From an optimization exercise on the open Yosys and OpenROAD flow, aimed at small area, a short achievable clock period and few clock cycles; shortcuts taken in it are not production practice. In this exercise RTL edits were held to simulation tests only and were not proved equivalent to the original.

## run 1
// mm_sys_top
module mm_sys_top (
  input  wire                          arm_clk,
  input  wire                          rst,
  input  wire                          job_valid,
  input  wire [3:0]                    job_m,
  input  wire [3:0]                    job_n,
  input  wire [3:0]                    job_p,
  input  wire                          data_valid,
  input  wire [31:0]                   data_word,
  output logic                         result_valid,
  output logic [31:0]                  result_data,
  output logic                         busy,
  output logic                         done
);
  localparam logic [1:0] PH_F = 2'd0;   
  localparam logic [1:0] PH_W = 2'd1;   
  localparam logic [1:0] PH_O = 2'd2;   
  localparam logic [1:0] PH_E = 2'd3;   
  logic [1:0] phase;
  logic [2:0] mm1, nm1, pm1;   
  logic [2:0] k;
  logic       g;
  logic [7:0] fi, fj;          
  logic       op_last;         
  logic       v1, last1;
  logic       wload;           
  logic [7:0][7:0][7:0] fr;   
  logic [7:0][7:0][7:0] wc;   
  wire accept  = job_valid & ~busy;
  wire f_two   = mm1[2];    
  wire w_two   = pm1[2];    
  wire in_f    = busy & (phase == PH_F);
  wire ld_f    = in_f & data_valid;
  wire ld_w    = busy & wload & data_valid;
  wire f_end   = (g == f_two) & (k == nm1);
  wire w_end   = (g == w_two) & (k == nm1);
  wire w_start = ld_w & (k == nm1) & ~g;
  wire stall   = wload & fj[4];
  wire issue   = busy & (phase == PH_O) & ~stall;
  wire advance = issue | w_start;   
  wire wrap_j  = |(fj & (8'b1 << pm1));
  always_ff @(posedge arm_clk or posedge rst) begin
    if (rst) begin
      busy         <= 1'b0;
      done         <= 1'b0;
      phase        <= PH_F;
      wload        <= 1'b0;
      v1           <= 1'b0;
      last1        <= 1'b0;
  ...
Size in the first run: ~3900 cells after synthesis, about 1300 flip-flops, about 83 I/O pins, roughly 0.059 mm^2 of cells after synthesis.
export LEC_CHECK = 0
export ABC_CLOCK_PERIOD_IN_PS = 3000
export CAP_MARGIN = 20
export CELL_PAD_IN_SITES_DETAIL_PLACEMENT = 1
export CORE_MARGIN = 2
export CORE_UTILIZATION = 30
export PLACE_DENSITY = 0.4
export SLEW_MARGIN = 20
export SYNTH_MEMORY_MAX_BITS = 16384
export SETUP_SLACK_MARGIN = 6.6
create_clock -name core_clock -period 10.0 [get_ports {arm_clk}]
standard.sh (not shown) runs the stock make flow with config.mk's settings and CLKGATE_MAP_FILE= SYNTH_SCRIPT=/design/flow/synth_recipe.tcl, a recipe that flattens the netlist after the stock synthesis.
==> flow/flow/run.sh <==
#!/bin/bash
set -e
echo "export SETUP_SLACK_MARGIN = 6.6" >> config.mk
bash standard.sh > standard.log 2>&1
Testbench counts of run 1, summed over its fixed seeds: cycles 5,136.
[inputs] run 2 vs run 1
==> flow/flow/run.sh <==
#!/bin/bash
set -e
echo "export SETUP_SLACK_MARGIN = 6.3" >> config.mk
bash standard.sh > standard.log 2>&1
--- a/flow/config.mk
+++ b/flow/config.mk
@@ -11,6 +11,6 @@
 export CORE_MARGIN = 2
-export CORE_UTILIZATION = 30
-export PLACE_DENSITY = 0.4
+export CORE_UTILIZATION = 60
+export PLACE_DENSITY = 0.7
 export SLEW_MARGIN = 20
 export SYNTH_MEMORY_MAX_BITS = 16384
-export SETUP_SLACK_MARGIN = 6.6
+export SETUP_SLACK_MARGIN = 6.3
==> summary.txt <==
- Run 2 vs run 1, endpoint arrival time on the critical path went up by 0.38 ns.
- Between run 2 and run 1, the initial core utilization is lower for run 1.
- Diff run 1 -> run 2: overall routed net length now larger, instance area at placement now smaller, number of global-route vias before repair now larger.
Modified inputs, run 3 compared to run 2
--- a/flow/config.mk
+++ b/flow/config.mk
@@ -11,4 +11,5 @@
 export CORE_MARGIN = 2
-export CORE_UTILIZATION = 60
-export PLACE_DENSITY = 0.7
+export CORE_UTILIZATION = 30
+export CTS_BUF_LIST = sky130_fd_sc_hd__clkbuf_8
+export PLACE_DENSITY = 0.4
 export SLEW_MARGIN = 20
[summary]
Compared with run 2, run 3 shows a higher worst setup slack. Changes observed in run 3 relative to run 2: share of final layout cell area taken by clock buffers and inverters shows no meaningful change; number of non-filler instances in the completed layout shows an increase of 1464; maximum cell stage delay along the critical path shows a reduction of 0.08 ns; clock latency at the later pin of the worst-skew pair shows an increase of 0.18 ns. Delta (run 3 minus run 2): overall track demand over capacity in global routing decreased by 22 points relative to the old numbers, non-clock buffer count has decreased.
The inputs of run 4 differ from those of run 3 as listed below.
--- a/flow/config.mk
+++ b/flow/config.mk
@@ -12,3 +12,2 @@
 export CORE_UTILIZATION = 30
-export CTS_BUF_LIST = sky130_fd_sc_hd__clkbuf_8
 export PLACE_DENSITY = 0.4
The delay of the slowest cell on the worst path was comparable across run 4 and run 3. Compared run 4 against run 3; footprint of the flip-flops and latches within noise. Against run 3, run 4 reports a area of all placed cells without fillers that is higher. Run 3 → run 4: fraction of the core area covered by cells at the end of the flow higher, final non-filler cell total -about 2%, depth of the most critical reg-to-reg path shrank by 1, buffer share of cell area rose 0.20 points.
Input-level comparison between run 5 and run 4:
--- a/flow/config.mk
+++ b/flow/config.mk
@@ -12,2 +12,4 @@
 export CORE_UTILIZATION = 30
+export CTS_CLUSTER_DIAMETER = 150
+export CTS_CLUSTER_SIZE = 20
 export PLACE_DENSITY = 0.4
[summary]
- Higher fraction of area in multi-input gates goes to run 5 over run 4.
- Run 5 vs. run 4: mean routed wirelength per cell has increased.
Edits applied to the flow inputs when going from run 5 to run 6:
--- a/flow/config.mk
+++ b/flow/config.mk
@@ -12,4 +12,3 @@
 export CORE_UTILIZATION = 30
-export CTS_CLUSTER_DIAMETER = 150
-export CTS_CLUSTER_SIZE = 20
+export CTS_CLUSTER_SIZE = 30
 export PLACE_DENSITY = 0.4
--- outcome ---
Looking at critical path endpoint, the u_dot.r1411$_DFF_P_ result is from run 6; the u_dot.r1412$_DFF_P_ one comes from run 5.
Between run 6 and run 5, it is run 6 whose post-CTS setup-driven buffer insertion count is higher, by about 6%.
Run 6 ended with less slew at the pin with the worst max-slew slack than run 5.
Layout-stage area growth over the synthesis result (run 6 over run 5): increase, 3.9 points
Run 6 ended with less sequential share of layout area than run 5.
Run 6 reports its source of the critical timing path as wcol_r[22]$_DFFE_PP_ while run 5 reports wcol_r[47]$_DFFE_PP_.
Between run 5 and run 6, the largest stage delay on the critical path figures differ only marginally.
Re aggregate global-route resource usage: run 5 and run 6 aren't equal, and the lower value belongs to run 5.
The share of the clock period used by the worst path was comparable across run 5 and run 6.
On cell count: run 6 sits above run 5.

indigo:
Another version of the RTL of mm_sys_top (not shown whole).
Size in the first run: about 3,900 cells after synthesis, about 1,300 flip-flops, ~83 I/O pins, ~58,000 um^2 of cells after synthesis.
==> flow/config.mk <==
export PLATFORM = sky130hd
export DESIGN_NAME = mm_sys_top
export DESIGN_NICKNAME = mm_sys_top
export VERILOG_FILES = /design/flow/design.v
export SDC_FILE = /design/flow/constraint.sdc
export NUM_CORES = 4
export LEC_CHECK = 0
export ABC_CLOCK_PERIOD_IN_PS = 3000
export CAP_MARGIN = 20
export CELL_PAD_IN_SITES_DETAIL_PLACEMENT = 1
export CORE_MARGIN = 2
export CORE_UTILIZATION = 30
export CTS_CLUSTER_DIAMETER = 180
export CTS_CLUSTER_SIZE = 25
export PLACE_DENSITY = 0.4
export SLEW_MARGIN = 20
export SYNTH_MEMORY_MAX_BITS = 16384
export SETUP_SLACK_MARGIN = 6.3
==> flow/constraint.sdc <==
create_clock -name core_clock -period 10.0 [get_ports {arm_clk}]
set_input_delay 2.0000 -clock core_clock [delete_from_list [all_inputs] [get_ports {arm_clk}]]
set_output_delay 2.0000 -clock core_clock [all_outputs]
set_load 0.01 [all_outputs]
==> flow/flow/run.sh <==
#!/bin/bash
set -e
echo "export SETUP_SLACK_MARGIN = 6.3" >> config.mk
bash standard.sh > standard.log 2>&1
Testbench counts of indigo, summed over its fixed seeds: cycles 5,136.
[inputs] garnet vs indigo
# indigo
export LEC_CHECK = 0
export ABC_CLOCK_PERIOD_IN_PS = 3000
export CAP_MARGIN = 20
export CELL_PAD_IN_SITES_DETAIL_PLACEMENT = 1
export CORE_MARGIN = 2
export CORE_UTILIZATION = 30
export CTS_CLUSTER_DIAMETER = 180
export CTS_CLUSTER_SIZE = 25
export PLACE_DENSITY = 0.4
export SLEW_MARGIN = 20
export SYNTH_MEMORY_MAX_BITS = 16384
export SETUP_SLACK_MARGIN = 6.3
create_clock -name core_clock -period 10.0 [get_ports {arm_clk}]
# garnet
export LEC_CHECK = 0
export ABC_CLOCK_PERIOD_IN_PS = 3000
export CAP_MARGIN = 20
export CELL_PAD_IN_SITES_DETAIL_PLACEMENT = 1
export CORE_MARGIN = 2
export CORE_UTILIZATION = 30
export CTS_CLUSTER_DIAMETER = 150
export CTS_CLUSTER_SIZE = 20
export PLACE_DENSITY = 0.4
export SLEW_MARGIN = 20
export SYNTH_MEMORY_MAX_BITS = 16384
export SETUP_SLACK_MARGIN = 6.5
create_clock -name core_clock -period 10.0 [get_ports {arm_clk}]
==> flow/flow/run.sh <==
#!/bin/bash
set -e
echo "export SETUP_SLACK_MARGIN = 6.5" >> config.mk
bash standard.sh > standard.log 2>&1
## What came out
Of garnet and indigo, it is garnet that has the higher cell count.
garnet went all the way through the flow, and no timing, DRC or antenna check failed.
Per the final summary, indigo finished and its layout is clean on timing, DRC and antenna.
As far as least setup slack across all paths after layout is concerned, garnet and indigo perform about the same.
[compare] base=indigo new=garnet: non-clock buffer count in the final layout increased about 40%, detailed-route via count up 581, routing usage on met1 went up by 0.25 points.
garnet ends up with higher area used by multi-input combinational logic than indigo does.
indigo has a lower met2 global-route usage than garnet.
Re worst reg2reg path depth: no difference whatsoever between indigo and garnet.
--- input diff garnet..ember ---
# garnet
export LEC_CHECK = 0
export ABC_CLOCK_PERIOD_IN_PS = 3000
export CAP_MARGIN = 20
export CELL_PAD_IN_SITES_DETAIL_PLACEMENT = 1
export CORE_MARGIN = 2
export CORE_UTILIZATION = 30
export CTS_CLUSTER_DIAMETER = 150
export CTS_CLUSTER_SIZE = 20
export PLACE_DENSITY = 0.4
export SLEW_MARGIN = 20
export SYNTH_MEMORY_MAX_BITS = 16384
export SETUP_SLACK_MARGIN = 6.5
create_clock -name core_clock -period 10.0 [get_ports {arm_clk}]
# ember
export LEC_CHECK = 0
export ABC_CLOCK_PERIOD_IN_PS = 3000
export CAP_MARGIN = 20
export CELL_PAD_IN_SITES_DETAIL_PLACEMENT = 1
export CORE_MARGIN = 2
export CORE_UTILIZATION = 30
export CTS_CLUSTER_DIAMETER = 150
export CTS_CLUSTER_SIZE = 20
export PLACE_DENSITY = 0.4
export SLEW_MARGIN = 20
export SYNTH_MEMORY_MAX_BITS = 16384
export SETUP_SLACK_MARGIN = 6.3
create_clock -name core_clock -period 10.0 [get_ports {arm_clk}]
==> flow/flow/run.sh <==
#!/bin/bash
set -e
echo "export SETUP_SLACK_MARGIN = 6.3" >> config.mk
bash standard.sh > standard.log 2>&1
Notes after the runs:
- The final routed wire length divided by cell count of ember is lower than that of garnet.
- ember ended with more setup slack than garnet.
- From garnet to ember the numbers moved as follows: global-route track usage on met2 has decreased, fraction of area in multi-input gates has increased, cell area has decreased, total setup buffers inserted after CTS has decreased.
- garnet -> ember: post-cts sizing count decreased by more than half

Another version of the RTL of mm_sys_top (not shown whole).
Size in the first run: about 3800 cells after synthesis, about 1300 flip-flops, ~83 I/O pins, roughly 58000 µm² of cells after synthesis.
// mm_sys_top
module mm_sys_top (
  input  wire                          arm_clk,
  input  wire                          rst,
  input  wire                          job_valid,
  input  wire [3:0]                    job_m,
  input  wire [3:0]                    job_n,
  input  wire [3:0]                    job_p,
  input  wire                          data_valid,
  input  wire [31:0]                   data_word,
  output logic                         result_valid,
  output logic [31:0]                  result_data,
  output logic                         busy,
  output logic                         done
);
clock: 10.0 ns
lec_check: 0
abc_clock_period_in_ps: 3000
cap_margin: 20
cell_pad_in_sites_detail_placement: 1
core_margin: 2
core_utilization: 30
cts_cluster_diameter: 180
cts_cluster_size: 25
place_density: 0.4
slew_margin: 20
synth_memory_max_bits: 16384
setup_slack_margin: 6.2
==> flow/flow/run.sh <==
#!/bin/bash
set -e
echo "export SETUP_SLACK_MARGIN = 6.2" >> config.mk
bash standard.sh > standard.log 2>&1
The first run went through all stages and came out clean.
Testbench counts at the start, summed over its fixed seeds: cycles 5,136.
Then changed:
==> flow/flow/run.sh (replaced) <==
#!/bin/bash
set -e
echo "export SETUP_SLACK_MARGIN = 6.3" >> config.mk
bash standard.sh > standard.log 2>&1
CTS_CLUSTER_DIAMETER = 190   (was 180)
CTS_CLUSTER_SIZE = 28   (was 25)
SETUP_SLACK_MARGIN = 6.3   (was 6.2)
The changed run completed without violations.
Utilization hardly moves.
Clock skew hardly moves.
Final area hardly moves.
Routed wire length stays flat.
Via count barely changes.
Sequential share of layout area hardly moves.
Cell count hardly moves.
Global-route usage stays flat.
Area after synthesis does not change.

[afterwards: timing with drivers on the ports]
No port has a modelled driver above. Below, the same layouts with a new extraction and two added sets of constraints. Step 1 sets driving cells, clkbuf_16 on the clock port and buf_2 on the other inputs (assumed; they add their load-dependent delay and slew). Step 2 times the ports against the registers' clock, not the clock port: input delays grow and output delays shrink by t, the midpoint of the rising clock arrivals with the driver on. Slacks: no drivers / after step 1 / after step 2; pairs: no drivers / after step 1.
run	shift t [ns]	slack for setup (ns)	worst setup path after step 2	worst register clock-pin slew, ns	pins driven straight from the clock port
run 1	0.843	6.318 / 6.318 / 5.867	input to register	0.08 / 0.08	1
run 2	0.850	5.921 / 5.921 / 5.413	input to register	0.10 / 0.10	1
run 3	1.010	6.299 / 6.299 / 5.441	input to register	0.07 / 0.07	1
run 4	0.841	6.352 / 6.315 / 5.607	input to register	0.07 / 0.07	1
run 5	0.790	6.353 / 6.313 / 5.669	input to register	0.10 / 0.10	1
run 6	0.841	6.352 / 6.315 / 5.607	input to register	0.07 / 0.07	1
indigo	0.792	6.263 / 6.263 / 5.597	input to register	0.11 / 0.11	1
garnet	0.788	6.262 / 6.262 / 5.811	input to register	0.10 / 0.10	1
ember	0.786	6.267 / 6.267 / 5.617	input to register	0.09 / 0.09	1
the first run of note 3	0.802	6.235 / 6.223 / 5.478	input to register	0.11 / 0.11	1
the second run of note 3	0.774	6.277 / 6.244 / 5.524	input to register	0.12 / 0.12	1
After both steps every run listed still meets setup and hold. For run 3, which loses most, drivers alone change the setup slack by 0.000 ns; drivers and shift together by -0.858 ns.
